This is an optimization exercise on Yosys and OpenROAD, whose aim is a short achievable clock period and few clock cycles, not a production implementation.
In this exercise RTL edits were held to simulation tests only and were not proved equivalent to the original.
Power and IR drop assume default switching activity.

[flow/run.sh]
#!/bin/bash
# synth_recipe.tcl (not shown) runs the flow's synth.tcl, then flattens the netlist and writes it again
# the make line also repeats each setting of config.mk as NAME=value (left out here)
make -C /OpenROAD-flow-scripts/flow DESIGN_CONFIG=/design/flow/config.mk WORK_HOME=/design/flow/orfs CLKGATE_MAP_FILE= SYNTH_SCRIPT=/design/flow/synth_recipe.tcl finish
[flow/config.mk]
export PLATFORM = sky130hd
export DESIGN_NAME = mips_core
export DESIGN_NICKNAME = mips_core
export VERILOG_FILES = /design/flow/design.v
export SDC_FILE = /design/flow/constraint.sdc
export NUM_CORES = 4
export LEC_CHECK = 0
export CAP_MARGIN = 20
export CORE_MARGIN = 2
export CORE_UTILIZATION = 30
export SETUP_SLACK_MARGIN = 4.3
export SLEW_MARGIN = 20
[flow/constraint.sdc]
create_clock -name core_clock -period 7.0 [get_ports {clk}]
set_input_delay 1.4000 -clock core_clock [delete_from_list [all_inputs] [get_ports {clk}]]
set_output_delay 1.4000 -clock core_clock [all_outputs]
set_load 0.01 [all_outputs]
[flow/design.v]
package mips_pkg;
    typedef logic [32-1:0]     word_t;
    typedef logic [5-1:0] reg_idx_t;
    typedef logic [5:0]                opcode_t;
    typedef logic [5:0]                funct_t;
    typedef logic [15:0]               imm_t;
    typedef enum logic [2:0] {
        ALU_AND = 3'b000,
        ALU_OR  = 3'b001,
        ALU_ADD = 3'b010,
        ALU_NOP = 3'b101,   
        ALU_SUB = 3'b110,
        ALU_SLT = 3'b111
    } alu_op_e;
    typedef enum logic [1:0] {
        FWD_REG = 2'b00,
        FWD_WB  = 2'b01,
        FWD_MEM = 2'b10
    } fwd_sel_e;
endpackage
module mips_core (
    input  logic            clk,
    input  logic            rst,
    output mips_pkg::word_t pc,
    input  mips_pkg::word_t instr,
    output mips_pkg::word_t aluout,
    output mips_pkg::word_t writedata,
    output logic            memwrite,
    input  mips_pkg::word_t readdata
);
    logic [31:0] pc_f;
    logic [5:0]  f_op;
    logic        f_rtype, f_addi, f_lw, f_sw, f_beq;
    logic        f_same, f_off0, f_jump, f_cbr;
    logic [31:0] f_simm, f_pc4, f_target;
    logic [31:1] f_rs_oh, f_rt_oh, f_wr_oh;
    logic        f_use_rs, f_use_rt;
    assign f_op     = instr[31:26];
    assign f_rtype  = f_op == 6'b000000;
    assign f_addi   = f_op == 6'b001000;
    assign f_lw     = f_op == 6'b100011;
    assign f_sw     = f_op == 6'b101011;
    assign f_beq    = f_op == 6'b000100;
    assign f_same   = instr[25:21] == instr[20:16];
    assign f_off0   = instr[15:0] == 16'd0;
    assign f_jump   = f_beq && f_same && !f_off0;    
    assign f_cbr    = f_beq && !f_same && !f_off0;   
    assign f_simm   = {{16{instr[15]}}, instr[15:0]};
    assign f_pc4    = pc_f + 32'd4;
    ks_add32 u_tgt (.a({pc_f[31:2], 2'b10}), .b({f_simm[29:0], 2'b10}), .cin(1'b0),
                    .s(f_target));
    logic [1:0]  bht [0:31];
    logic        f_pred, f_taken;
    assign f_pred  = bht[pc_f[6:2]][1];
    assign f_taken = f_jump || (f_cbr && f_pred);
    assign f_use_rs = f_rtype || f_addi || f_lw || f_sw || f_cbr;
    assign f_use_rt = f_rtype || f_sw || f_cbr;
    always_comb begin
        for (int i = 1; i < 32; i++) begin
            f_rs_oh[i] = f_use_rs && (instr[25:21] == 5'(i));
            f_rt_oh[i] = f_use_rt && (instr[20:16] == 5'(i));
            f_wr_oh[i] = f_rtype ? (instr[15:11] == 5'(i))
                                 : ((f_addi || f_lw) && instr[20:16] == 5'(i));
        end
    end
    logic        d_valid;
    logic [31:1] d_rs_oh, d_rt_oh, d_wr_oh;
    logic        d_memtoreg, d_memwrite, d_cbr, d_useimm;
    logic        d_add, d_sub, d_and, d_or, d_slt;
    logic [31:0] d_simm, d_alt;
    logic        d_pred;
    logic [4:0]  d_idx;
    logic [31:1] e_wr_oh;
    logic        e_memtoreg, e_memwrite, e_cbr;
    logic        e_add, e_sub, e_and, e_or, e_slt;
    logic [31:0] e_a, e_b, e_sd, e_alt;
    logic        e_pred;
    logic [4:0]  e_idx;
    logic        e_fa, e_fb, e_fs;
    logic [31:1] m_wr_oh;
    logic        m_memtoreg;
    logic [31:0] aluout_m, writedata_m;
    logic        memwrite_m;
    logic [31:0] regs [1:31];
    logic [31:0] wd_m;
    assign wd_m = m_memtoreg ? readdata : aluout_m;
    always_ff @(posedge clk) begin
        for (int i = 1; i < 32; i++) begin
            if (rst) regs[i] <= 32'd0;
            else if (m_wr_oh[i]) regs[i] <= wd_m;
        end
    end
    logic stall, redirect;
    logic e_hit_rs, e_hit_rt, m_hit_rs, m_hit_rt;
    assign e_hit_rs = |(d_rs_oh & e_wr_oh);
    assign e_hit_rt = |(d_rt_oh & e_wr_oh);
    assign m_hit_rs = |(d_rs_oh & m_wr_oh);
    assign m_hit_rt = |(d_rt_oh & m_wr_oh);
    assign stall = d_valid && e_memtoreg && (e_hit_rs || e_hit_rt);
    always_ff @(posedge clk) begin
        if (rst) pc_f <= 32'd0;
        else if (redirect) pc_f <= e_alt;
        else if (!stall) pc_f <= f_taken ? f_target : f_pc4;
    end
    assign pc = pc_f;
    always_ff @(posedge clk) begin
        if (rst || redirect) d_valid <= 1'b0;
        else if (!stall) d_valid <= 1'b1;
    end
    always_ff @(posedge clk) begin
        if (!stall) begin
            d_rs_oh    <= f_rs_oh;
            d_rt_oh    <= f_rt_oh;
            d_wr_oh    <= f_wr_oh;
            d_memtoreg <= f_lw;
            d_memwrite <= f_sw;
            d_cbr      <= f_cbr;
            d_useimm   <= f_addi || f_lw || f_sw;
            d_add      <= f_addi || f_lw || f_sw ||
                          (f_rtype && instr[5:0] == 6'b100000);
            d_sub      <= f_rtype && instr[5:0] == 6'b100010;
            d_and      <= f_rtype && instr[5:0] == 6'b100100;
            d_or       <= f_rtype && instr[5:0] == 6'b100101;
            d_slt      <= f_rtype && instr[5:0] == 6'b101010;
            d_simm     <= f_simm;
            d_pred     <= f_pred;
            d_alt      <= f_pred ? f_pc4 : f_target;   
            d_idx      <= pc_f[6:2];
        end
    end
    logic [31:0] rf_rs, rf_rt, val_rs, val_rt;
    always_comb begin
        rf_rs = 32'd0;
        rf_rt = 32'd0;
        for (int i = 1; i < 32; i++) begin
            rf_rs = rf_rs | ({32{d_rs_oh[i]}} & regs[i]);
            rf_rt = rf_rt | ({32{d_rt_oh[i]}} & regs[i]);
        end
    end
    assign val_rs = m_hit_rs ? wd_m : rf_rs;
    assign val_rt = m_hit_rt ? wd_m : rf_rt;
    logic d_kill;
    assign d_kill = rst || redirect || stall || !d_valid;
    always_ff @(posedge clk) begin
        if (d_kill) begin
            e_wr_oh    <= '0;
            e_memtoreg <= 1'b0;
            e_memwrite <= 1'b0;
            e_cbr      <= 1'b0;
        end else begin
            e_wr_oh    <= d_wr_oh;
            e_memtoreg <= d_memtoreg;
            e_memwrite <= d_memwrite;
            e_cbr      <= d_cbr;
        end
    end
    always_ff @(posedge clk) begin
        e_add    <= d_add;
        e_sub    <= d_sub;
        e_and    <= d_and;
        e_or     <= d_or;
        e_slt    <= d_slt;
        e_fa     <= e_hit_rs;
        e_fb     <= e_hit_rt && !d_useimm;
        e_fs     <= e_hit_rt;
        e_a      <= e_hit_rs ? 32'd0 : val_rs;
        e_b      <= d_useimm ? d_simm : (e_hit_rt ? 32'd0 : val_rt);
        e_sd     <= e_hit_rt ? 32'd0 : val_rt;
        e_alt    <= d_alt;
        e_pred   <= d_pred;
        e_idx    <= d_idx;
    end
    logic [31:0] srca, srcb, sdata, sum, diff, res;
    logic        slt;
    assign srca  = e_a  | ({32{e_fa}} & aluout_m);
    assign srcb  = e_b  | ({32{e_fb}} & aluout_m);
    assign sdata = e_sd | ({32{e_fs}} & aluout_m);
    ks_add32 u_add (.a(srca), .b(srcb),  .cin(1'b0), .s(sum));
    ks_add32 u_sub (.a(srca), .b(~srcb), .cin(1'b1), .s(diff));
    logic lt_lo;
    ks_lt31 u_lt (.a(srca[30:0]), .b(srcb[30:0]), .lt(lt_lo));
    assign slt  = (srca[31] ^ srcb[31]) ? srca[31] : lt_lo;
    assign res = ({32{e_add}} & sum) |
                 ({32{e_sub}} & diff) |
                 ({32{e_and}} & (srca & srcb)) |
                 ({32{e_or}}  & (srca | srcb)) |
                 {31'd0, e_slt & slt};
    logic e_taken;
    assign e_taken  = srca == srcb;
    assign redirect = e_cbr && (e_taken != e_pred);
    logic       u_valid, u_taken;
    logic [4:0] u_idx;
    logic [1:0] bht_c;
    always_ff @(posedge clk) begin
        if (rst) u_valid <= 1'b0;
        else u_valid <= e_cbr;
        u_taken <= e_taken;
        u_idx   <= e_idx;
    end
    assign bht_c = bht[u_idx] ^ 2'b01;
    always_ff @(posedge clk) begin
        if (rst) begin
            for (int i = 0; i < 32; i++) bht[i] <= 2'b00;
        end else if (u_valid) begin
            if (u_taken) begin
                if (bht_c != 2'd3) bht[u_idx] <= (bht_c + 2'd1) ^ 2'b01;
            end else begin
                if (bht_c != 2'd0) bht[u_idx] <= (bht_c - 2'd1) ^ 2'b01;
            end
        end
    end
    always_ff @(posedge clk) begin
        if (rst) begin
            m_wr_oh    <= '0;
            m_memtoreg <= 1'b0;
            memwrite_m <= 1'b0;
        end else begin
            m_wr_oh    <= e_wr_oh;
            m_memtoreg <= e_memtoreg;
            memwrite_m <= e_memwrite;
        end
    end
    always_ff @(posedge clk) begin
        aluout_m    <= res;
        writedata_m <= sdata;
    end
    assign aluout    = aluout_m;
    assign writedata = writedata_m;
    assign memwrite  = memwrite_m;
endmodule
module ks_add32 (
    input  logic [31:0] a,
    input  logic [31:0] b,
    input  logic        cin,
    output logic [31:0] s
);
    logic [31:0] g [0:5];
    logic [31:0] p [0:5];
    logic [31:0] x;
    assign x = a ^ b;
    always_comb begin
        g[0] = a & b;
        p[0] = x;
        g[0][0] = (a[0] & b[0]) | (x[0] & cin);
        for (int k = 0; k < 5; k++) begin
            for (int i = 0; i < 32; i++) begin
                if (i >= (1 << k)) begin
                    g[k+1][i] = g[k][i] | (p[k][i] & g[k][i - (1 << k)]);
                    p[k+1][i] = p[k][i] & p[k][i - (1 << k)];
                end else begin
                    g[k+1][i] = g[k][i];
                    p[k+1][i] = p[k][i];
                end
            end
        end
    end
    assign s = x ^ {g[5][30:0], cin};
endmodule
module ks_lt31 (
    input  logic [30:0] a,
    input  logic [30:0] b,
    output logic        lt
);
    logic [31:0] l [0:5];
    logic [31:0] e [0:5];
    always_comb begin
        l[0] = {1'b0, ~a & b};
        e[0] = {1'b1, ~(a ^ b)};
        for (int k = 0; k < 5; k++) begin
            for (int i = 0; i < 32; i++) begin
                if (i >= (1 << k)) begin
                    l[k+1][i] = l[k][i] | (e[k][i] & l[k][i - (1 << k)]);
                    e[k+1][i] = e[k][i] & e[k][i - (1 << k)];
                end else begin
                    l[k+1][i] = l[k][i];
                    e[k+1][i] = e[k][i];
                end
            end
        end
    end
    assign lt = l[5][30];
endmodule
==> summary.md, run 1 <==
| Metric | Value |
|---|---|
| Status | no timing/DRC/antenna violations |
| RSZ-0062 raised after global routing | true |
| Mapped cell area | 70900 µm² |
| XOR/XNOR Fraction of Synth Area | 0.00791 |
| Fin nets | 8163 |
| Routed wire length per instance | 33.9 µm |
| DR WL met3 | 64400 µm |
| Critical path endpoint category | flip-flop |
| Vias in the first global route | 68800 |
| Die width | 490 µm |
| Async S/R FF share, synth | 0 |
| M1 WL | 138000 µm |
| Slew Limit Headroom | 0.162 |
| Antenna violations before repair | 25 |
| Cell variety after synth | 90 |
| Highest metal used | met5 |
| Tmin final | 3.52 ns |
| Starting density of the core | 0.302 |
| Buffers on Ports | 162 |
| CTS buffer count | 152 |
| Worst setup endpoint | aluout_m[30]$_DFF_P_ |
| Core box area | 235000 µm² |
| Die H | 490 µm |
| Final setup viols | 0 |
| DRT iter0 DRCs | 16300 |
| Sequential-to-total area share from yosys stat | 0.463 |
| Maximum clock path buffer count | 3 |
| FF+latch count, synth | 1530 |
| Count of hold-fix buffers inserted at cts | 0 |
| Cells on worst reg2reg path | 15 |
| Met2 routed WL | 145000 µm |
| Area of the multi-input gates | 39500 µm² |
| CTS tree | yes |
| CTS HTree Levels | 4 |
| Final TNS setup | 0 ns |
| Placement Setup Slack | 2.16 ns |
| Fin. max-slew vios | 0 |
| Hold Path Origin | e_idx[3]$_DFF_P_ |
| Total track usage | 0.296 |
| CTS root buf | clkbuf_16 |
| Detail Route Antenna Nets | 0 |
| Crit path launch type | flip-flop |
| Synthesized-area fraction occupied by adder cells | 0.0285 |
| Synth area leader | dfxtp_1 |
| Worst-Skew Late Latency | 0.87 ns |
| Std cell rows | 178 |
| Ranking of synthesized cells by area | dfxtp_1, a211oi_1, edfxtp_1 |
| Required @ worst endpoint | 7.74 ns |
| Max cap viols | 0 |
| Post-Synth Simple-Gate Area | 0.132 |
| Clock sink total | 1530 |
| Final Total Pwr | 0.0189 W |
| R2R setup slack | 3.48 ns |
| Final hold vios | 0 |
| Pwr Density | 204 nW/µm² |
| CP max-delay cell | dfxtp_4 |
| Global-route wire length before repair | 520000 µm |
| Leak Pwr | 31.7 nW |
| Main combinational cell family by area after synthesis | compound AO/OA/AOI/OAI gates |
| CP max FO | 6 |
| Io pins | 163 |
| DRC violations left | 0 |
| Final worst slack | 3.48 ns |
| P&R area growth vs syn | 30.6% |
| Fillers | 22300 |
| Post-synthesis mux area share | 0.0195 |
| Clk slew on worst S/H paths | 0.07 ns |
| Worst hold path stage count | 0 |
| Area share of the largest cell type after synthesis | 0.370 |
| Placed inst area | 75800 µm² |
| Hold WS | 0.329 ns |
| Synth Area in Compound Gates | 0.297 |
| FF/Latch Area | 33200 µm² |
| Synth warn | 8 |
| Most used flip-flop cell after synthesis | dfxtp_1 |
| Fmax | 0.284 GHz |
| Crit Path Class | reg -> reg |
| Hold WC Path Type | reg -> reg |
| Total grt overflow | 0 |
| Total die area | 240000 µm² |
| Layout Skew | 0.0421 ns |
| Via count | 75000 |
| Period utilisation layout | 0.503 |
| 1st-pass router iterations | 14 |
| Worst setup path start | e_fb$_DFF_P_ |
| Worst EP arrival | 4.26 ns |
| Slew at the pin closest to its max-slew limit | 1.26 ns |
| Design area | 92500 µm² |
| Reg-to-reg endpoint | aluout_m[30]$_DFF_P_ |
| Layout cell share with drive strength beyond 1 | 0.242 |
| WL final | 381000 µm |
| Dpl hpwl | 192000 µm |
| CP max stage delay | 0.40 ns |
| Synth Instances | 7702 |
| Reg2reg start | e_fb$_DFF_P_ |
| RD Place Congestion | 0.926 |
| Peak supply drop | 219 µV |
| Critical path, cell by cell | buf_12, a21o_1, ha_4, fa_2, a21o_1, a211o_4, a221oi_4, a21o_4, buf_6, buf_6, nand3_2, o21a_4, nand3_4, a31oi_4, o32a_1 |
| Drt via density | 6.67 |
| Mean Syn Cell Area | 9.20 µm² |
| Largest net degree at the start of global routing | 221 |
| Number of synthesized flops with an enable pin | 220 |
how the worst min path moves through the flow:
stage	to	slack [ns]
detailed placement	u_idx[0]$_DFF_P_	0.32
CTS	u_idx[0]$_DFF_P_	0.33
global route	u_idx[3]$_DFF_P_	0.33
finish	u_idx[3]$_DFF_P_	0.33
floorplan	u_idx[0]$_DFF_P_	0.31
global placement	u_idx[1]$_DFF_P_	0.31
timing repair:
item,in CTS,in global routing
pin swaps,197,158
cloned,74,7
endpoints found under the hold margin,0,0
endpoints found under the setup margin,1281,748
buffers inserted,375,115
gates resized for setup,1443,437
critical path: cells and delay by family (launching register included):
kind            cells  cell delay [ns]
compound gates      8             1.96
buf+inv             3             0.34
simple gates        2             0.14
fa+ha+maj           2             0.54
flops               1             0.40
flip-flops by register name, indices dropped and copies added, names as in the netlist, 16 cells and up, named ones only:
| name | count |
|---|---|
| e_b | 32 |
| d_rs_oh | 31 |
| d_simm | 16 |
| d_wr_oh | 31 |
| e_sd | 32 |
| e_wr_oh | 31 |
| regs | 992 |
| writedata_m | 32 |
| d_alt | 32 |
| pc_f | 32 |
| e_a | 32 |
| e_alt | 32 |
| d_rt_oh | 31 |
| m_wr_oh | 31 |
| aluout_m | 32 |
| bht | 64 |
cells by family (layout without fill, tap and decap cells):
family,after synthesis,after routing
flops,1530,1530
fa+ha+maj,160,160
compound gates,2757,2759
other cells,0,22
xor+xnor,64,64
simple gates,2116,2134
mux,107,115
buf+inv,968,1303
per-stage QoR:
step / util / cells
global route: 0.394 / 11200
CTS: 0.381 / 11100
detailed placement: 0.323 / 10400
floorplan: - / 7702
finish: 0.394 / 11200
global placement: 0.323 / 10400
final cells by class:
class	instances	share of cell area
multi-input cells	5232	0.426
inverters	141	0.00618
well taps	3150	0.0426
flip-flops and latches	1530	0.359
repair buffers	872	0.107
diodes	22	0.000595
repair inverters	8	0.00153
clock inverters	57	0.00695
clock buffers	225	0.0498
metal layers:
metal  vias up  global-route usage
met5         -              0.0113
met4        29               0.200
met3      2228               0.139
met2      7381               0.392
met1     35600               0.374
li1      29800                   -
report_power, final:
group / switching, W / internal (W) / total [W]
Sequential: 0.0000747 / 0.00897 / 0.00905
Clock: 0.00390 / 0.00487 / 0.00876
Combinational: 0.000656 / 0.000448 / 0.00110
Total: 0.00463 / 0.0143 / 0.0189
layout by cell type (no fill, tap or decap), types with 29 or more instances in the layout:
cell type	synthesis	final
nor2_1	1315	1196
dfxtp_1	1310	1190
a211oi_1	1048	1023
a22oi_1	560	559
buf_4	2	408
edfxtp_1	220	220
buf_6	1	210
a221oi_1	213	199
a22o_1	196	196
nand3_1	187	173
clkbuf_16	0	163
nand4_1	124	124
nand2_1	139	122
inv_1	137	120
a21o_1	130	117
a21oi_1	148	112
ha_1	158	104
dfxtp_4	0	98
buf_12	0	96
nor2b_1	118	93
a222oi_1	68	68
nor2_4	0	65
nor2_2	0	54
ha_4	0	46
clkbuf_8	0	41
buf_16	0	41
o21ai_0	105	40
nor3_1	63	37
o22ai_1	44	37
o21ai_4	0	34
clkdlybuf4s50_1	0	34
a21oi_2	2	32
buf_2	13	29
synth_stat cells, types with 17 or more instances:
| cell | number |
|---|---|
| mux2i_1 | 50 |
| a222oi_1 | 68 |
| xor2_1 | 26 |
| o21bai_1 | 20 |
| nor4_1 | 17 |
| clkbuf_1 | 758 |
| mux2_2 | 36 |
| and2_1 | 40 |
| buf_1 | 53 |
| mux4_2 | 21 |
| o221ai_1 | 23 |
| nand3_1 | 187 |
| nor2b_1 | 118 |
| nor3_1 | 63 |
| a21o_1 | 130 |
| a22oi_1 | 560 |
| inv_1 | 137 |
| and3_1 | 17 |
| o21ai_0 | 105 |
| nand2_1 | 139 |
| nand2b_1 | 27 |
| xnor2_1 | 38 |
| a211oi_1 | 1048 |
| nand4_1 | 124 |
| o22ai_1 | 44 |
| a221oi_1 | 213 |
| a311oi_1 | 39 |
| dfxtp_1 | 1310 |
| edfxtp_1 | 220 |
| ha_1 | 158 |
| nor2_1 | 1315 |
| a21oi_1 | 148 |
| o211ai_1 | 20 |
| a22o_1 | 196 |
Testbench counts, summed over its fixed seeds: cycles 29,149.
==> inputs of run 2 (changes only) <==
--- a/flow/design.v
+++ b/flow/design.v
@@ -51,7 +51,9 @@
                     .s(f_target));
     logic [1:0]  bht [0:31];
     logic        f_pred, f_taken;
-    assign f_pred  = bht[pc_f[6:2]][1];
+    logic [1:0]  f_ctr;
+    assign f_ctr   = bht[pc_f[6:2]];
+    assign f_pred  = f_ctr[1];
     assign f_taken = f_jump || (f_cbr && f_pred);
     assign f_use_rs = f_rtype || f_addi || f_lw || f_sw || f_cbr;
     assign f_use_rt = f_rtype || f_sw || f_cbr;
@@ -69,17 +71,20 @@
     logic        d_add, d_sub, d_and, d_or, d_slt;
     logic [31:0] d_simm, d_alt;
     logic        d_pred;
+    logic [1:0]  d_ctr;
     logic [4:0]  d_idx;
     logic [31:1] e_wr_oh;
     logic        e_memtoreg, e_memwrite, e_cbr;
     logic        e_add, e_sub, e_and, e_or, e_slt;
     logic [31:0] e_a, e_b, e_sd, e_alt;
     logic        e_pred;
+    logic [1:0]  e_ctr;
     logic [4:0]  e_idx;
-    logic        e_fa, e_fb, e_fs;
+    logic        hit_a, hit_b, hit_s;
     logic [31:1] m_wr_oh;
     logic        m_memtoreg;
     logic [31:0] aluout_m, writedata_m;
+    logic [31:0] fwd_a_m, fwd_b_m, fwd_s_m;
     logic        memwrite_m;
     logic [31:0] regs [1:31];
     logic [31:0] wd_m;
@@ -96,7 +101,13 @@
     assign e_hit_rt = |(d_rt_oh & e_wr_oh);
     assign m_hit_rs = |(d_rs_oh & m_wr_oh);
     assign m_hit_rt = |(d_rt_oh & m_wr_oh);
-    assign stall = d_valid && e_memtoreg && (e_hit_rs || e_hit_rt);
+    logic stall_r;
+    always_ff @(posedge clk) begin
+        if (rst) stall_r <= 1'b0;
+        else stall_r <= !stall_r && !redirect && d_valid && d_memtoreg &&
+                        (|((f_rs_oh | f_rt_oh) & d_wr_oh));
+    end
+    assign stall = stall_r;
     always_ff @(posedge clk) begin
         if (rst) pc_f <= 32'd0;
         else if (redirect) pc_f <= e_alt;
@@ -124,6 +135,7 @@
             d_slt      <= f_rtype && instr[5:0] == 6'b101010;
             d_simm     <= f_simm;
             d_pred     <= f_pred;
+            d_ctr      <= f_ctr;
             d_alt      <= f_pred ? f_pc4 : f_target;   
             d_idx      <= pc_f[6:2];
         end
@@ -160,21 +172,19 @@
         e_and    <= d_and;
         e_or     <= d_or;
         e_slt    <= d_slt;
-        e_fa     <= e_hit_rs;
-        e_fb     <= e_hit_rt && !d_useimm;
-        e_fs     <= e_hit_rt;
         e_a      <= e_hit_rs ? 32'd0 : val_rs;
         e_b      <= d_useimm ? d_simm : (e_hit_rt ? 32'd0 : val_rt);
         e_sd     <= e_hit_rt ? 32'd0 : val_rt;
         e_alt    <= d_alt;
         e_pred   <= d_pred;
+        e_ctr    <= d_ctr;
         e_idx    <= d_idx;
     end
     logic [31:0] srca, srcb, sdata, sum, diff, res;
     logic        slt;
-    assign srca  = e_a  | ({32{e_fa}} & aluout_m);
-    assign srcb  = e_b  | ({32{e_fb}} & aluout_m);
-    assign sdata = e_sd | ({32{e_fs}} & aluout_m);
+    assign srca  = e_a  | fwd_a_m;
+    assign srcb  = e_b  | fwd_b_m;
+    assign sdata = e_sd | fwd_s_m;
     ks_add32 u_add (.a(srca), .b(srcb),  .cin(1'b0), .s(sum));
     ks_add32 u_sub (.a(srca), .b(~srcb), .cin(1'b1), .s(diff));
     logic lt_lo;
@@ -188,25 +198,21 @@
     logic e_taken;
     assign e_taken  = srca == srcb;
     assign redirect = e_cbr && (e_taken != e_pred);
-    logic       u_valid, u_taken;
+    logic       u_valid;
     logic [4:0] u_idx;
-    logic [1:0] bht_c;
+    logic [1:0] u_state, e_c;
+    assign e_c = e_ctr ^ 2'b01;
     always_ff @(posedge clk) begin
         if (rst) u_valid <= 1'b0;
         else u_valid <= e_cbr;
-        u_taken <= e_taken;
-        u_idx   <= e_idx;
-    end
-    assign bht_c = bht[u_idx] ^ 2'b01;
-    always_ff @(posedge clk) begin
-        if (rst) begin
-            for (int i = 0; i < 32; i++) bht[i] <= 2'b00;
-        end else if (u_valid) begin
-            if (u_taken) begin
-                if (bht_c != 2'd3) bht[u_idx] <= (bht_c + 2'd1) ^ 2'b01;
-            end else begin
-                if (bht_c != 2'd0) bht[u_idx] <= (bht_c - 2'd1) ^ 2'b01;
-            end
+        u_idx <= e_idx;
+        if (e_taken) u_state <= ((e_c == 2'd3) ? 2'd3 : e_c + 2'd1) ^ 2'b01;
+        else         u_state <= ((e_c == 2'd0) ? 2'd0 : e_c - 2'd1) ^ 2'b01;
+    end
+    always_ff @(posedge clk) begin
+        for (int i = 0; i < 32; i++) begin
+            if (rst) bht[i] <= 2'b00;
+            else if (u_valid && u_idx == 5'(i)) bht[i] <= u_state;
         end
     end
     always_ff @(posedge clk) begin
@@ -220,9 +226,15 @@
             memwrite_m <= e_memwrite;
         end
     end
+    assign hit_a = e_hit_rs;
+    assign hit_b = e_hit_rt && !d_useimm;
+    assign hit_s = e_hit_rt;
     always_ff @(posedge clk) begin
         aluout_m    <= res;
         writedata_m <= sdata;
+        fwd_a_m     <= {32{hit_a}} & res;
+        fwd_b_m     <= {32{hit_b}} & res;
+        fwd_s_m     <= {32{hit_s}} & res;
     end
     assign aluout    = aluout_m;
     assign writedata = writedata_m;
@@ -238,23 +250,33 @@
     logic [31:0] p [0:5];
     logic [31:0] x;
     assign x = a ^ b;
-    always_comb begin
-        g[0] = a & b;
-        p[0] = x;
-        g[0][0] = (a[0] & b[0]) | (x[0] & cin);
-        for (int k = 0; k < 5; k++) begin
-            for (int i = 0; i < 32; i++) begin
-                if (i >= (1 << k)) begin
-                    g[k+1][i] = g[k][i] | (p[k][i] & g[k][i - (1 << k)]);
-                    p[k+1][i] = p[k][i] & p[k][i - (1 << k)];
-                end else begin
-                    g[k+1][i] = g[k][i];
-                    p[k+1][i] = p[k][i];
-                end
+    assign p[0] = x;
+    assign g[0][31:1] = a[31:1] & b[31:1];
+    assign g[0][0] = (a[0] & b[0]) | (x[0] & cin);
+    for (genvar k = 0; k < 5; k++) begin : lvl
+        for (genvar i = 0; i < 32; i++) begin : bit_
+            if (i >= (1 << k)) begin : node
+                pg_cell u (.g_hi(g[k][i]), .p_hi(p[k][i]),
+                           .g_lo(g[k][i - (1 << k)]), .p_lo(p[k][i - (1 << k)]),
+                           .g(g[k+1][i]), .p(p[k+1][i]));
+            end else begin : pass
+                assign g[k+1][i] = g[k][i];
+                assign p[k+1][i] = p[k][i];
             end
         end
     end
     assign s = x ^ {g[5][30:0], cin};
+endmodule
+module pg_cell (
+    input  logic g_hi,
+    input  logic p_hi,
+    input  logic g_lo,
+    input  logic p_lo,
+    output logic g,
+    output logic p
+);
+    assign g = g_hi | (p_hi & g_lo);
+    assign p = p_hi & p_lo;
 endmodule
 module ks_lt31 (
     input  logic [30:0] a,
--- a/flow/config.mk
+++ b/flow/config.mk
@@ -10,3 +10,4 @@
 export CORE_UTILIZATION = 30
 export SETUP_SLACK_MARGIN = 4.3
 export SLEW_MARGIN = 20
+export SYNTH_HIERARCHICAL = 1
==> run 2 against run 1 <==
  * Power increased by 6.4%
  * Fmax increased by 4.2%
  * Hold slack got worse by 0.0036 ns
  * Register-to-register slack improved by 0.14 ns
  * Area after synthesis increased by 7.2%
  * Sequential share of layout area increased by 0.12 points
  * First-iteration DRC count decreased by 1.2%
  * Combinational power increased by 9%
  * Critical path depth unchanged
==> summary.md, run 2 <==
| Metric | Value |
|---|---|
| CTS root buf | clkbuf_16 (unchanged) |
| Peak supply drop | 174 µV (was 219 µV) |
| Reg-to-reg endpoint | pc_f[5]$_SDFFE_PP0P_ (was aluout_m[30]$_DFF_P_) |
| Antenna violations before repair | 21 (was 25) |
| Total track usage | 0.281 (was 0.296) |
| Hold Path Origin | e_idx[3]$_DFF_P_ (unchanged) |
| CTS HTree Levels | 4 (unchanged) |
| Required @ worst endpoint | 7.68 ns (was 7.74 ns) |
| Final Total Pwr | 0.0201 W (was 0.0189 W) |
| Die width | 507 µm (was 490 µm) |
| Drt via density | 6.44 (was 6.67) |
| CP max FO | 7 (was 6) |
| Crit Path Class | reg -> reg (unchanged) |
| Placement Setup Slack | 1.83 ns (was 2.16 ns) |
| Design area | 95400 µm² (was 92500 µm²) |
| Core box area | 252000 µm² (was 235000 µm²) |
| Worst-Skew Late Latency | 0.86 ns (was 0.87 ns) |
| P&R area growth vs syn | 25.7% (was 30.6%) |
| RD Place Congestion | 0.960 (was 0.926) |
| Count of hold-fix buffers inserted at cts | 0 (unchanged) |
| Final hold vios | 0 (unchanged) |
| Period utilisation layout | 0.482 (was 0.503) |
| Largest register FFs | 992 (unchanged) |
| RSZ-0062 raised after global routing | true (unchanged) |
| Synth Instances | 8344 (was 7702) |
| CTS tree | yes (unchanged) |
| Worst EP arrival | 4.05 ns (was 4.26 ns) |
| Slew Limit Headroom | 0.182 (was 0.162) |
| Maximum clock path buffer count | 3 (unchanged) |
| Worst setup path start | pc_f[2]$_SDFFE_PP0P_ (was e_fb$_DFF_P_) |
| Fmax | 0.296 GHz (was 0.284 GHz) |
| Top flop regs | regs x992, bht x64 (unchanged) |
| Crit path launch type | flip-flop (unchanged) |
| Placed inst area | 81500 µm² (was 75800 µm²) |
| Tmin final | 3.38 ns (was 3.52 ns) |
| Global-route wire length before repair | 528000 µm (was 520000 µm) |
| Mapped cell area | 75900 µm² (was 70900 µm²) |
| Fin nets | 8684 (was 8163) |
| Largest net degree at the start of global routing | 221 (unchanged) |
| Buffers on Ports | 162 (unchanged) |
| Clk slew on worst S/H paths | 0.07 ns (about the same) |
| Synth warn | 17 (was 8) |
| Hold endpoint | u_idx[3]$_DFF_P_ (unchanged) |
| Max cap viols | 0 (unchanged) |
| Fillers | 24700 (was 22300) |
| WL final | 386000 µm (was 381000 µm) |
| Dpl hpwl | 215000 µm (was 192000 µm) |
| Status | no timing/DRC/antenna violations (unchanged) |
| Pwr Density | 211 nW/µm² (was 204 nW/µm²) |
| Cells on worst reg2reg path | 15 (unchanged) |
| Starting density of the core | 0.302 (about the same) |
| Vias in the first global route | 70400 (was 68800) |
| Std cell rows | 184 (was 178) |
| Final TNS setup | 0 ns (unchanged) |
| 1st-pass router iterations | 15 (was 14) |
| Largest reg by FF count | regs (unchanged) |
| Fin. max-slew vios | 0 (unchanged) |
| Die H | 507 µm (was 490 µm) |
| Most common cell after layout, fill and taps aside | dfxtp_1 (was nor2_1) |
| Mean Syn Cell Area | 9.10 µm² (was 9.20 µm²) |
| Critical path endpoint category | flip-flop (unchanged) |
| Reg2reg start | pc_f[2]$_SDFFE_PP0P_ (was e_fb$_DFF_P_) |
| Hold WC Path Type | reg -> reg (unchanged) |
| Io pins | 163 (unchanged) |
| CTS buffer count | 166 (was 152) |
| Clock sink total | 1622 (was 1530) |
| Final worst slack | 3.62 ns (was 3.48 ns) |
| Layout cell share with drive strength beyond 1 | 0.207 (was 0.242) |
| Total grt overflow | 0 (unchanged) |
| Layout Skew | 0.0507 ns (was 0.0421 ns) |
| Via count | 76800 (was 75000) |
| R2R setup slack | 3.62 ns (was 3.48 ns) |
| Most frequent cells in the layout | dfxtp_1, nor2_1, a211oi_1 (was nor2_1, dfxtp_1, a211oi_1) |
| Slew at the pin closest to its max-slew limit | 1.23 ns (was 1.26 ns) |
| Detail Route Antenna Nets | 0 (unchanged) |
| Routed wire length per instance | 32.4 µm (was 33.9 µm) |
| DRT iter0 DRCs | 16100 (was 16300) |
| Worst hold path stage count | 0 (unchanged) |
| DRC violations left | 0 (unchanged) |
| Final setup viols | 0 (unchanged) |
| Total die area | 257000 µm² (was 240000 µm²) |
| Leak Pwr | 35.5 nW (was 31.7 nW) |
run 2: layout make-up:
type                            count  area, µm²  share of cell area
Clock buffer                      221       4620              0.0485
Multi-Input combinational cell   5757      42800               0.448
Inverter                          153        594             0.00623
Antenna cell                       19       47.5            0.000498
Clock inverter                     85        973              0.0102
Tap cell                         3348       4190              0.0439
Sequential cell                  1622      34400               0.360
Timing Repair Buffer              725       7830              0.0821
run 2: where the power goes:
group | internal, W | total, W | leakage, nW | switching [W]
sequential | 0.00949 | 0.00956 | 13.8 | 0.0000709
clock | 0.00520 | 0.00936 | 2.75 | 0.00416
combinational | 0.000489 | 0.00120 | 19.0 | 0.000709
total | 0.0152 | 0.0201 | 35.5 | 0.00494
run 2: per-stage QoR:
step | utilization | cells | hold WS (ns)
floorplan | - | 8349 | 0.310
global placement | 0.324 | 11200 | 0.312
detailed placement | 0.324 | 11300 | 0.312
CTS | 0.368 | 11800 | 0.325
global route | 0.379 | 11900 | 0.334
finish | 0.379 | 11900 | 0.326
run 2: how the worst max path moves through the flow:
stage                                  endpoint  slack [ns]  depth (start not counted)
after CTS                 pc_f[13]$_SDFFE_PP0P_        3.76                         15
after global routing       pc_f[5]$_SDFFE_PP0P_        3.56                         15
after detailed placement     stall_r$_SDFF_PP0_        1.83                         10
after floorplan              stall_r$_SDFF_PP0_        3.62                         11
final                      pc_f[5]$_SDFFE_PP0P_        3.62                         15
after global placement       stall_r$_SDFF_PP0_        1.67                         10
run 2: timing repair:
| item | in CTS | in global routing |
|---|---|---|
| gates cloned | 25 | 14 |
| setup buffers | 203 | 113 |
| gates resized for setup | 1208 | 385 |
| endpoints found under the setup margin | 558 | 436 |
| pin swaps | 149 | 131 |
run 2: critical path, stage by stage, from the launching register on:
cell and delay (ns):
dfxtp_4 0.39, clkinvlp_4 0.15, ha_4 0.21, a22o_1 0.20, a221o_1 0.32, a211oi_2 0.25
o21ai_1 0.10, o32a_4 0.34, buf_12 0.14, o21ai_4 0.13, buf_12 0.16, buf_6 0.11
buf_16 0.14, mux2_4 0.30, o22ai_1 0.14, a211oi_1 0.10
run 2: routing by layer:
layer | track usage | part of all wire
met5 | 0.00741 | 0.0013
met4 | 0.157 | 0.074
met3 | 0.119 | 0.16
met2 | 0.382 | 0.39
met1 | 0.369 | 0.38
Testbench counts of run 2, summed over its fixed seeds: cycles 29,149.
==> inputs of run 3 (changes only) <==
--- a/flow/design.v
+++ b/flow/design.v
@@ -52,8 +52,9 @@
     logic [1:0]  bht [0:31];
     logic        f_pred, f_taken;
     logic [1:0]  f_ctr;
-    assign f_ctr   = bht[pc_f[6:2]];
-    assign f_pred  = f_ctr[1];
+    logic f_exit, f_exit_taken;
+    logic f_src_busy, f_zsum;
+    assign f_pred  = f_exit ? f_exit_taken : f_ctr[1];
     assign f_taken = f_jump || (f_cbr && f_pred);
     assign f_use_rs = f_rtype || f_addi || f_lw || f_sw || f_cbr;
     assign f_use_rt = f_rtype || f_sw || f_cbr;
@@ -68,6 +69,10 @@
     logic        d_valid;
     logic [31:1] d_rs_oh, d_rt_oh, d_wr_oh;
     logic        d_memtoreg, d_memwrite, d_cbr, d_useimm;
+    logic        d_ld;       
+    logic        d_addi;     
+    logic        d_exit_taken;   
+    logic [4:0]  d_dst;
     logic        d_add, d_sub, d_and, d_or, d_slt;
     logic [31:0] d_simm, d_alt;
     logic        d_pred;
@@ -84,28 +89,47 @@
     logic [31:1] m_wr_oh;
     logic        m_memtoreg;
     logic [31:0] aluout_m, writedata_m;
+    logic [31:0] alu_m;      
     logic [31:0] fwd_a_m, fwd_b_m, fwd_s_m;
     logic        memwrite_m;
     logic [31:0] regs [1:31];
     logic [31:0] wd_m;
-    assign wd_m = m_memtoreg ? readdata : aluout_m;
+    assign wd_m = alu_m | ({32{m_memtoreg}} & readdata);
+    logic [31:1] rf_one, rf_nz;    
     always_ff @(posedge clk) begin
         for (int i = 1; i < 32; i++) begin
-            if (rst) regs[i] <= 32'd0;
-            else if (m_wr_oh[i]) regs[i] <= wd_m;
+            if (rst) begin
+                regs[i]   <= 32'd0;
+                rf_one[i] <= 1'b0;
+                rf_nz[i]  <= 1'b0;
+            end else if (m_wr_oh[i]) begin
+                regs[i]   <= wd_m;
+                rf_one[i] <= wd_m == 32'd1;
+                rf_nz[i]  <= wd_m != 32'd0;
+            end
         end
     end
     logic stall, redirect;
     logic e_hit_rs, e_hit_rt, m_hit_rs, m_hit_rt;
-    assign e_hit_rs = |(d_rs_oh & e_wr_oh);
-    assign e_hit_rt = |(d_rt_oh & e_wr_oh);
-    assign m_hit_rs = |(d_rs_oh & m_wr_oh);
-    assign m_hit_rt = |(d_rt_oh & m_wr_oh);
+    always_ff @(posedge clk) begin
+        if (stall) begin
+            e_hit_rs <= 1'b0;
+            e_hit_rt <= 1'b0;
+            m_hit_rs <= !e_squash && |(d_rs_oh & e_wr_oh);
+            m_hit_rt <= !e_squash && |(d_rt_oh & e_wr_oh);
+        end else begin
+            e_hit_rs <= d_valid && |(f_rs_oh & d_wr_oh);
+            e_hit_rt <= d_valid && |(f_rt_oh & d_wr_oh);
+            m_hit_rs <= !e_squash && |(f_rs_oh & e_wr_oh);
+            m_hit_rt <= !e_squash && |(f_rt_oh & e_wr_oh);
+        end
+    end
     logic stall_r;
     always_ff @(posedge clk) begin
         if (rst) stall_r <= 1'b0;
-        else stall_r <= !stall_r && !redirect && d_valid && d_memtoreg &&
-                        (|((f_rs_oh | f_rt_oh) & d_wr_oh));
+        else stall_r <= !stall_r && !redirect && d_valid && d_ld &&
+                        ((f_use_rs && instr[25:21] == d_dst) ||
+                         (f_use_rt && instr[20:16] == d_dst));
     end
     assign stall = stall_r;
     always_ff @(posedge clk) begin
@@ -113,6 +137,11 @@
         else if (redirect) pc_f <= e_alt;
         else if (!stall) pc_f <= f_taken ? f_target : f_pc4;
     end
+    always_ff @(posedge clk) begin
+        if (rst) f_ctr <= 2'b00;
+        else if (redirect) f_ctr <= bht[e_alt[6:2]];
+        else if (!stall) f_ctr <= f_taken ? 2'b00 : bht[f_pc4[6:2]];
+    end
     assign pc = pc_f;
     always_ff @(posedge clk) begin
         if (rst || redirect) d_valid <= 1'b0;
@@ -124,6 +153,11 @@
             d_rt_oh    <= f_rt_oh;
             d_wr_oh    <= f_wr_oh;
             d_memtoreg <= f_lw;
+            d_ld       <= f_lw && instr[20:16] != 5'd0;
+            d_addi     <= f_addi && instr[20:16] != 5'd0 && !f_src_busy &&
+                          (f_off0 || instr[15:0] == 16'hffff);
+            d_exit_taken <= f_zsum;
+            d_dst      <= instr[20:16];
             d_memwrite <= f_sw;
             d_cbr      <= f_cbr;
             d_useimm   <= f_addi || f_lw || f_sw;
@@ -136,7 +170,7 @@
             d_simm     <= f_simm;
             d_pred     <= f_pred;
             d_ctr      <= f_ctr;
-            d_alt      <= f_pred ? f_pc4 : f_target;   
+            d_alt      <= f_ctr[1] ? f_pc4 : f_target;
             d_idx      <= pc_f[6:2];
         end
     end
@@ -151,8 +185,23 @@
     end
     assign val_rs = m_hit_rs ? wd_m : rf_rs;
     assign val_rt = m_hit_rt ? wd_m : rf_rt;
+    logic f_m_src, f_src_one, f_src_zero;
+    assign f_src_busy = |(f_rs_oh & (d_wr_oh | e_wr_oh));
+    assign f_m_src    = |(f_rs_oh & m_wr_oh);
+    assign f_src_one  = f_m_src ? (wd_m == 32'd1) : |(f_rs_oh & rf_one);
+    assign f_src_zero = f_m_src ? (wd_m == 32'd0) : !(|(f_rs_oh & rf_nz));
+    assign f_zsum     = f_off0 ? f_src_zero : f_src_one;
+    assign f_exit = f_cbr && d_valid && d_addi &&
+                    ((instr[20:16] == 5'd0 && instr[25:21] == d_dst) ||
+                     (instr[25:21] == 5'd0 && instr[20:16] == d_dst));
+    assign f_exit_taken = d_exit_taken;
     logic d_kill;
-    assign d_kill = rst || redirect || stall || !d_valid;
+    assign d_kill = rst || stall || !d_valid;
+    logic e_squash;
+    always_ff @(posedge clk) begin
+        if (rst) e_squash <= 1'b0;
+        else e_squash <= redirect;
+    end
     always_ff @(posedge clk) begin
         if (d_kill) begin
             e_wr_oh    <= '0;
@@ -197,14 +246,14 @@
                  {31'd0, e_slt & slt};
     logic e_taken;
     assign e_taken  = srca == srcb;
-    assign redirect = e_cbr && (e_taken != e_pred);
+    assign redirect = e_cbr && !e_squash && (e_taken != e_pred);
     logic       u_valid;
     logic [4:0] u_idx;
     logic [1:0] u_state, e_c;
     assign e_c = e_ctr ^ 2'b01;
     always_ff @(posedge clk) begin
         if (rst) u_valid <= 1'b0;
-        else u_valid <= e_cbr;
+        else u_valid <= e_cbr && !e_squash;
         u_idx <= e_idx;
         if (e_taken) u_state <= ((e_c == 2'd3) ? 2'd3 : e_c + 2'd1) ^ 2'b01;
         else         u_state <= ((e_c == 2'd0) ? 2'd0 : e_c - 2'd1) ^ 2'b01;
@@ -221,9 +270,9 @@
             m_memtoreg <= 1'b0;
             memwrite_m <= 1'b0;
         end else begin
-            m_wr_oh    <= e_wr_oh;
-            m_memtoreg <= e_memtoreg;
-            memwrite_m <= e_memwrite;
+            m_wr_oh    <= e_squash ? '0 : e_wr_oh;
+            m_memtoreg <= e_memtoreg && !e_squash;
+            memwrite_m <= e_memwrite && !e_squash;
         end
     end
     assign hit_a = e_hit_rs;
@@ -231,6 +280,7 @@
     assign hit_s = e_hit_rt;
     always_ff @(posedge clk) begin
         aluout_m    <= res;
+        alu_m       <= {32{!e_memtoreg}} & res;
         writedata_m <= sdata;
         fwd_a_m     <= {32{hit_a}} & res;
         fwd_b_m     <= {32{hit_b}} & res;
==> run 3 against run 2 <==
  * Still clean
  * Clock power is 8% higher
  * Non-clock buffer count down 50
  * Area after synthesis up 7.5%
  * Die area increased by 7.5%
  * Power up 9.1%
==> summary.md, run 3 <==
| Metric | Value |
|---|---|
| Peak supply drop | 241 µV (was 174 µV) |
| Layout Skew | 0.0944 ns (was 0.0507 ns) |
| Io pins | 163 (unchanged) |
| Placement Setup Slack | 1.35 ns (was 1.83 ns) |
| Die width | 526 µm (was 507 µm) |
| Vias in the first global route | 77200 (was 70400) |
| Critical path endpoint category | flip-flop (unchanged) |
| Mean Syn Cell Area | 8.96 µm² (was 9.10 µm²) |
| RSZ-0062 raised after global routing | true (unchanged) |
| Maximum clock path buffer count | 3 (unchanged) |
| Synth Instances | 9111 (was 8344) |
| Synth warn | 17 (unchanged) |
| Hold Path Origin | d_alt[4]$_DFFE_PN_ (was e_idx[3]$_DFF_P_) |
| DRT iter0 DRCs | 17000 (was 16100) |
| CTS buffer count | 174 (was 166) |
| Buffers on Ports | 162 (unchanged) |
| Clk slew on worst S/H paths | 0.07 ns (about the same) |
| Drt via density | 6.52 (was 6.44) |
| Final hold vios | 0 (unchanged) |
| Most frequent cells in the layout | dfxtp_1, nor2_1, a211oi_1 (unchanged) |
| Worst-Skew Late Latency | 0.88 ns (was 0.86 ns) |
| Required @ worst endpoint | 7.79 ns (was 7.68 ns) |
| Std cell rows | 191 (was 184) |
| Fillers | 26900 (was 24700) |
| Global-route wire length before repair | 591000 µm (was 528000 µm) |
| RD Place Congestion | 0.973 (was 0.960) |
| 1st-pass router iterations | 10 (was 15) |
| Core box area | 271000 µm² (was 252000 µm²) |
| WL final | 429000 µm (was 386000 µm) |
| Fin nets | 9345 (was 8684) |
| Top flop regs | regs x992, bht x64 (unchanged) |
| R2R setup slack | 3.91 ns (was 3.62 ns) |
| Highest metal used | met5 (unchanged) |
| Die H | 526 µm (was 507 µm) |
| Status | no timing/DRC/antenna violations (unchanged) |
| CTS tree | yes (unchanged) |
| Pwr Density | 219 nW/µm² (was 211 nW/µm²) |
| Routed wire length per instance | 33.4 µm (was 32.4 µm) |
| Final TNS setup | 0 ns (unchanged) |
| Crit Path Class | reg -> reg (unchanged) |
| Antenna violations before repair | 36 (was 21) |
| Total grt overflow | 0 (unchanged) |
| Dpl hpwl | 250000 µm (was 215000 µm) |
| Crit path launch type | flip-flop (unchanged) |
| CP max FO | 7 (unchanged) |
| Period utilisation layout | 0.442 (was 0.482) |
| CTS HTree Levels | 4 (unchanged) |
| Mapped cell area | 81700 µm² (was 75900 µm²) |
| Most common cell after layout, fill and taps aside | dfxtp_1 (unchanged) |
| Hold WS | 0.283 ns (was 0.326 ns) |
| Clock sink total | 1733 (was 1622) |
| Fin util | 0.371 (was 0.379) |
| Worst setup path start | fwd_a_m[23]$_DFF_P_ (was pc_f[2]$_SDFFE_PP0P_) |
| DRC violations left | 0 (unchanged) |
| Max cap viols | 0 (unchanged) |
| Total die area | 276000 µm² (was 257000 µm²) |
| Largest reg by FF count | regs (unchanged) |
| Slew Limit Headroom | 0.204 (was 0.182) |
| Largest net degree at the start of global routing | 190 (was 221) |
| Slew at the pin closest to its max-slew limit | 1.19 ns (was 1.23 ns) |
| CTS root buf | clkbuf_16 (unchanged) |
| Leak Pwr | 36.9 nW (was 35.5 nW) |
| DR WL met3 | 64400 µm (was 61800 µm) |
| Met2 routed WL | 170000 µm (was 150000 µm) |
| P&R area growth vs syn | 23.0% (was 25.7%) |
| Via count | 83700 (was 76800) |
| M1 WL | 161000 µm (was 146000 µm) |
| Count of hold-fix buffers inserted at cts | 0 (unchanged) |
| Detail Route Antenna Nets | 0 (unchanged) |
| Total track usage | 0.293 (was 0.281) |
| Fmax | 0.323 GHz (was 0.296 GHz) |
| Final setup viols | 0 (unchanged) |
| Largest register FFs | 992 (unchanged) |
| Fin. max-slew vios | 0 (unchanged) |
| Hold WC Path Type | reg -> reg (unchanged) |
| Tmin final | 3.09 ns (was 3.38 ns) |
| Starting density of the core | 0.302 (about the same) |
| Layout cell share with drive strength beyond 1 | 0.195 (was 0.207) |
| Final worst slack | 3.91 ns (was 3.62 ns) |
| Reg2reg start | fwd_a_m[23]$_DFF_P_ (was pc_f[2]$_SDFFE_PP0P_) |
| Worst EP arrival | 3.88 ns (was 4.05 ns) |
## run 3: cell type report
type                       instances  area (µm²)  area share
sequential                      1733       36700       0.365
inverter                         166         684     0.00682
tap                             3570        4470      0.0445
clock inverter                    73         968     0.00964
timing repair buffer             675        6990      0.0697
clock buffer                     250        5050      0.0503
antenna                           32        80.1    0.000797
multi-input combinational       6337       45500       0.453
## run 3: power by group
part / internal [W] / switching (W) / leakage (nW)
clock: 0.00571 / 0.00437 / 2.97
combinational: 0.000650 / 0.00108 / 19.2
sequential: 0.0101 / 0.0000849 / 14.7
## run 3: final timing paths
check,end,cells after the start
worst max register to register,pc_f[16]$_SDFFE_PP0P_,13
worst min-delay path,e_alt[4]$_DFF_P_,0
worst min register to register,e_alt[4]$_DFF_P_,0
worst max-delay path,pc_f[16]$_SDFFE_PP0P_,13
## run 3: per-stage QoR
| step | cells | total power, W | cell area (µm²) |
|---|---|---|---|
| 6_report | 12800 | 0.0219 | 100000 |
| 5_1_grt | 12800 | 0.0224 | 100000 |
| 4_1_cts | 12800 | 0.0218 | 98900 |
| 3_5_place_dp | 12200 | 0.0117 | 87400 |
| 3_3_place_gp | 12200 | 0.0117 | 87300 |
| 2_1_floorplan | 9116 | 0.0112 | 82800 |
## run 3: what timing repair did
action                     in CTS  in global routing
setup endpoints to repair     712                570
pin swaps                     204                100
setup buffers                 211                 37
cloned                         35                  7
resized for setup            1310                254
## run 3: routing by layer
| metal | vias up | track usage |
|---|---|---|
| li1 | 33900 | - |
| met1 | 39900 | 0.375 |
| met2 | 7706 | 0.408 |
| met3 | 2168 | 0.115 |
| met4 | 38 | 0.185 |
| met5 | - | 0.00277 |
## run 3: worst max-delay path, stage by stage, from the launching register on
cell,delay [ns]
dfxtp_1,0.30
or2_4,0.31
ha_1,0.32
nor4_2,0.27
nand4_1,0.37
nor2_4,0.24
buf_12,0.16
xor2_4,0.15
nand3b_1,0.18
buf_12,0.20
buf_12,0.12
nor2_4,0.12
buf_12,0.15
a32o_1,0.12
Testbench counts of run 3, summed over its fixed seeds: cycles 28,017.
==> inputs of run 4 (changes only) <==
--- a/flow/design.v
+++ b/flow/design.v
@@ -115,13 +115,13 @@
         if (stall) begin
             e_hit_rs <= 1'b0;
             e_hit_rt <= 1'b0;
-            m_hit_rs <= !e_squash && |(d_rs_oh & e_wr_oh);
-            m_hit_rt <= !e_squash && |(d_rt_oh & e_wr_oh);
+            m_hit_rs <= !e_squash && !redirect && |(d_rs_oh & e_wr_oh);
+            m_hit_rt <= !e_squash && !redirect && |(d_rt_oh & e_wr_oh);
         end else begin
             e_hit_rs <= d_valid && |(f_rs_oh & d_wr_oh);
             e_hit_rt <= d_valid && |(f_rt_oh & d_wr_oh);
-            m_hit_rs <= !e_squash && |(f_rs_oh & e_wr_oh);
-            m_hit_rt <= !e_squash && |(f_rt_oh & e_wr_oh);
+            m_hit_rs <= !e_squash && !redirect && |(f_rs_oh & e_wr_oh);
+            m_hit_rt <= !e_squash && !redirect && |(f_rt_oh & e_wr_oh);
         end
     end
     logic stall_r;
@@ -134,12 +134,12 @@
     assign stall = stall_r;
     always_ff @(posedge clk) begin
         if (rst) pc_f <= 32'd0;
-        else if (redirect) pc_f <= e_alt;
+        else if (redirect) pc_f <= m_alt;
         else if (!stall) pc_f <= f_taken ? f_target : f_pc4;
     end
     always_ff @(posedge clk) begin
         if (rst) f_ctr <= 2'b00;
-        else if (redirect) f_ctr <= bht[e_alt[6:2]];
+        else if (redirect) f_ctr <= bht[m_alt[6:2]];
         else if (!stall) f_ctr <= f_taken ? 2'b00 : bht[f_pc4[6:2]];
     end
     assign pc = pc_f;
@@ -246,14 +246,21 @@
                  {31'd0, e_slt & slt};
     logic e_taken;
     assign e_taken  = srca == srcb;
-    assign redirect = e_cbr && !e_squash && (e_taken != e_pred);
+    logic        e_mis;
+    logic [31:0] m_alt;
+    assign e_mis = e_cbr && !e_squash && !redirect && (e_taken != e_pred);
+    always_ff @(posedge clk) begin
+        if (rst) redirect <= 1'b0;
+        else redirect <= e_mis;
+        m_alt <= e_alt;
+    end
     logic       u_valid;
     logic [4:0] u_idx;
     logic [1:0] u_state, e_c;
     assign e_c = e_ctr ^ 2'b01;
     always_ff @(posedge clk) begin
         if (rst) u_valid <= 1'b0;
-        else u_valid <= e_cbr && !e_squash;
+        else u_valid <= e_cbr && !e_squash && !redirect;
         u_idx <= e_idx;
         if (e_taken) u_state <= ((e_c == 2'd3) ? 2'd3 : e_c + 2'd1) ^ 2'b01;
         else         u_state <= ((e_c == 2'd0) ? 2'd0 : e_c - 2'd1) ^ 2'b01;
@@ -270,9 +277,9 @@
             m_memtoreg <= 1'b0;
             memwrite_m <= 1'b0;
         end else begin
-            m_wr_oh    <= e_squash ? '0 : e_wr_oh;
-            m_memtoreg <= e_memtoreg && !e_squash;
-            memwrite_m <= e_memwrite && !e_squash;
+            m_wr_oh    <= (e_squash || redirect) ? '0 : e_wr_oh;
+            m_memtoreg <= e_memtoreg && !e_squash && !redirect;
+            memwrite_m <= e_memwrite && !e_squash && !redirect;
         end
     end
     assign hit_a = e_hit_rs;
==> flow/flow/run.sh (new file) <==
#!/bin/bash
# The standard layout (standard.sh, all steps, standard synthesis),
# with one change: the buffers that buffer_ports puts on every input and
# output port are plain sky130_fd_sc_hd__buf_4 cells instead of the delay
# buffers it picks by itself.
set -euo pipefail
export BUFFER_PORTS_ARGS="-buffer_cell sky130_fd_sc_hd__buf_4"
bash standard.sh > standard_flow.log 2>&1
==> flow/standard.sh (new file) <==
#!/bin/bash
# synth_recipe.tcl (not shown) runs the flow's synth.tcl, then flattens the netlist and writes it again
# the make line also repeats each setting of config.mk as NAME=value (left out here)
make -C /OpenROAD-flow-scripts/flow DESIGN_CONFIG=/design/flow/config.mk WORK_HOME=/design/flow/orfs CLKGATE_MAP_FILE= SYNTH_SCRIPT=/design/flow/synth_recipe.tcl "${@:-finish}"
removed: flow/run.sh
==> run 4 against run 3 <==
  * Still clean on timing, DRC and antenna
  * Cell count grew 0.41%
  * Register-to-register slack gained 0.12 ns
  * Non-clock buffer count rose by 34
  * Synthesized cell count fell by 0.21%
  * Worst setup slack gained 0.12 ns
  * Core utilization is essentially flat
  * Via count increased by 1.0%
  * First-iteration DRC count is 8.3% higher
  * Wire length down 0.45%
  * Largest cell class unchanged
==> summary.md, run 4 <==
| Metric | Value |
|---|---|
| Status | no timing/DRC/antenna violations (unchanged) |
| Int Pwr | 0.0165 W (was 0.0164 W) |
| Layout cell share with drive strength beyond 1 | 0.199 (was 0.195) |
| Leak Pwr | 37.5 nW (was 36.9 nW) |
| Most frequent cells in the layout | dfxtp_1, nor2_1, a211oi_1 (unchanged) |
| Pwr Density | 216 nW/µm² (was 219 nW/µm²) |
| Final hold vios | 0 (unchanged) |
| Most common cell after layout, fill and taps aside | dfxtp_1 (unchanged) |
| Maximum clock path buffer count | 4 (was 3) |
| Final setup viols | 0 (unchanged) |
| 1st-pass router iterations | 12 (was 10) |
| Routed wire length per instance | 33.1 µm (was 33.4 µm) |
| Switching share of power | 0.248 (was 0.252) |
| Starting density of the core | 0.301 (was 0.302) |
| Synth warn | 17 (unchanged) |
| Fin nets | 9388 (was 9345) |
| Crit path launch type | flip-flop (unchanged) |
| Most used routing layer | met2 (unchanged) |
| Cells on worst reg2reg path | 12 (was 13) |
| Global-route wire length before repair | 582000 µm (was 591000 µm) |
| Required @ worst endpoint | 7.76 ns (was 7.79 ns) |
| WL final | 427000 µm (was 429000 µm) |
| Hold endpoint | u_idx[3]$_DFF_P_ (was e_alt[4]$_DFF_P_) |
| Fin. max-slew vios | 0 (unchanged) |
| Buffers on Ports | 162 (unchanged) |
| Max cap viols | 0 (unchanged) |
| Hold Path Origin | e_idx[3]$_DFF_P_ (was d_alt[4]$_DFFE_PN_) |
| CTS buffer count | 183 (was 174) |
| Std cell rows | 192 (was 191) |
| DRT iter0 DRCs | 18400 (was 17000) |
| Total grt overflow | 0 (unchanged) |
| Die H | 527 µm (was 526 µm) |
| Tmin final | 2.97 ns (was 3.09 ns) |
| Crit Path Class | reg -> reg (unchanged) |
| RD Place Congestion | 0.980 (was 0.973) |
| R2R setup slack | 4.03 ns (was 3.91 ns) |
| Dpl hpwl | 236000 µm (was 250000 µm) |
| Hold WC Path Type | reg -> reg (unchanged) |
| Worst hold path stage count | 0 (unchanged) |
| Final TNS setup | 0 ns (unchanged) |
| Mean Syn Cell Area | 9.04 µm² (was 8.96 µm²) |
| Logic gate share of total power | 0.065 (was 0.079) |
| Slew Limit Headroom | 0.164 (was 0.204) |
| Via count | 84600 (was 83700) |
| Reg2reg start | e_a[0]$_SDFF_PP0_ (was fwd_a_m[23]$_DFF_P_) |
| Top flop regs | regs x992, bht x64 (unchanged) |
| Io pins | 163 (unchanged) |
| RSZ-0062 raised after global routing | true (unchanged) |
| Peak supply drop | 185 µV (was 241 µV) |
| Largest register FFs | 992 (unchanged) |
| Placement Setup Slack | 2.31 ns (was 1.35 ns) |
| CTS root buf | clkbuf_16 (unchanged) |
| Clock sink total | 1766 (was 1733) |
| Vias in the first global route | 76700 (was 77200) |
| Total track usage | 0.286 (was 0.293) |
| Worst EP arrival | 3.73 ns (was 3.88 ns) |
| Drt via density | 6.56 (was 6.52) |
| Flop pwr share | 0.472 (was 0.462) |
| Routing usage on met1 | 0.368 (was 0.375) |
| Largest net degree at the start of global routing | 211 (was 190) |
| Slew at the pin closest to its max-slew limit | 1.25 ns (was 1.19 ns) |
| Largest reg by FF count | regs (unchanged) |
| Met3 GRT Util | 0.127 (was 0.115) |
| Synth Instances | 9092 (was 9111) |
| Count of hold-fix buffers inserted at cts | 0 (unchanged) |
| Total die area | 278000 µm² (was 276000 µm²) |
| Met2 GRT Util | 0.392 (was 0.408) |
| Layout Skew | 0.0660 ns (was 0.0944 ns) |
| Detail Route Antenna Nets | 0 (unchanged) |
| Fmax | 0.337 GHz (was 0.323 GHz) |
| Clk slew on worst S/H paths | 0.07 ns (about the same) |
| Period utilisation layout | 0.424 (was 0.442) |
| DRC violations left | 0 (unchanged) |
| Worst-Skew Late Latency | 0.88 ns (about the same) |
| Clock power share | 0.463 (was 0.459) |
| Switching pwr | 0.00542 W (was 0.00553 W) |
| Critical path endpoint category | flip-flop (unchanged) |
| CTS HTree Levels | 4 (unchanged) |
| Antenna violations before repair | 23 (was 36) |
| Die width | 527 µm (was 526 µm) |
| Hold WS | 0.293 ns (was 0.283 ns) |
| Final worst slack | 4.03 ns (was 3.91 ns) |
| CP max FO | 4 (was 7) |
| CTS tree | yes (unchanged) |
| Core box area | 273000 µm² (was 271000 µm²) |
| Mapped cell area | 82200 µm² (was 81700 µm²) |
| Reg-to-reg endpoint | fwd_a_m[30]$_DFF_P_ (was pc_f[16]$_SDFFE_PP0P_) |
| P&R area growth vs syn | 23.2% (was 23.0%) |
-- run 4: worst max path at each step --
stage	from	to	slack, ns
4_1_cts	e_a[0]$_SDFF_PP0_	fwd_s_m[16]$_DFF_P_	3.99
3_3_place_gp	instr[5]	pc_f[18]$_SDFFE_PP0P_	2.31
2_1_floorplan	instr[20]	pc_f[11]$_SDFFE_PP0P_	3.64
5_1_grt	e_b[7]$_DFF_P_	fwd_s_m[16]$_DFF_P_	3.98
6_report	e_a[0]$_SDFF_PP0_	fwd_a_m[30]$_DFF_P_	4.03
3_5_place_dp	instr[5]	pc_f[21]$_SDFFE_PP0P_	2.31
-- run 4: power groups by stage --
stage | Combinational [W] | Clock, W | Sequential, W
after floorplan | 0.000707 | 0 | 0.0105
after global placement | 0.00107 | 0 | 0.0106
after detailed placement | 0.00108 | 0 | 0.0106
after CTS | 0.00126 | 0.0101 | 0.0103
after global routing | 0.00148 | 0.0105 | 0.0103
final | 0.00143 | 0.0101 | 0.0103
-- run 4: area by class of cell --
class,count,area (µm²)
fill,26900,172000
clock inverter,76,734
multi-input combinational,6284,45000
inverter,186,802
clock buffer,252,5280
sequential,1766,37400
tap,3589,4490
timing repair buffer,709,7460
antenna,27,67.6
-- run 4: repair_timing --
item / 4_1_cts / 5_1_grt
pin swaps: 179 / 208
cloned: 23 / 23
gates resized for setup: 665 / 407
endpoints found under the setup margin: 487 / 378
buffers inserted: 206 / 118
-- run 4: metal layers --
layer / up-vias / share of wire
met5: - / 0.00051
li1: 33900 / -
met2: 8162 / 0.39
met1: 40000 / 0.37
met3: 2458 / 0.16
met4: 16 / 0.081
-- run 4: worst max-delay path: stages, from the launching register on --
cell and delay (ns):
dfxtp_4 0.38, or2_4 0.28, fa_2 0.40, a21o_4 0.25, buf_6 0.11, a21o_4 0.23
a21o_1 0.18, a21o_1 0.19, xor2_2 0.17, a221oi_4 0.29, buf_6 0.18, inv_4 0.05
and2_1 0.15
-- run 4: stage by stage --
| stage | area [µm²] | cells | total power (W) | util |
|---|---|---|---|---|
| 6_report | 101000 | 12900 | 0.0219 | 0.370 |
| 3_3_place_gp | 86800 | 12200 | 0.0116 | 0.318 |
| 5_1_grt | 101000 | 12900 | 0.0223 | 0.370 |
| 4_1_cts | 97800 | 12700 | 0.0217 | 0.358 |
| 2_1_floorplan | 82900 | 9097 | 0.0112 | - |
| 3_5_place_dp | 86800 | 12200 | 0.0116 | 0.318 |
Testbench counts of run 4, summed over its fixed seeds: cycles 28,270.

## static timing again, ports no longer ideal
How much do the figures lean on ideal ports? The routed layouts below were timed once more, with nothing changed but the port constraints. Step 1, drivers: a clkbuf_16 drives clk and a buf_2 each remaining input, both assumed. Step 2 adds t to the input delays and takes it off the output delays; t is the mean of the earliest and latest rising clock arrival at the registers after step 1. Input paths then give back, and output paths get back, about the clock's delay inside the block. Slacks: no drivers / after step 1 / after step 2; pairs: no drivers / after step 1.
| run | shift t [ns] | setup WS [ns] | slew at the worst register clock pin (ns) |
|---|---|---|---|
| run 1 | 0.962 | 3.482 / 3.482 / 2.714 | 0.07 / 0.07 |
| run 2 | 0.915 | 3.624 / 3.624 / 2.936 | 0.07 / 0.07 |
| run 3 | 0.946 | 3.906 / 3.906 / 3.147 | 0.08 / 0.08 |
| run 4 | 0.943 | 4.029 / 4.029 / 3.115 | 0.08 / 0.08 |
After both steps every run listed still meets setup and hold. The setup slack of run 4, which loses most, moves by 0.000 ns with the drivers and by -0.914 ns with both steps.
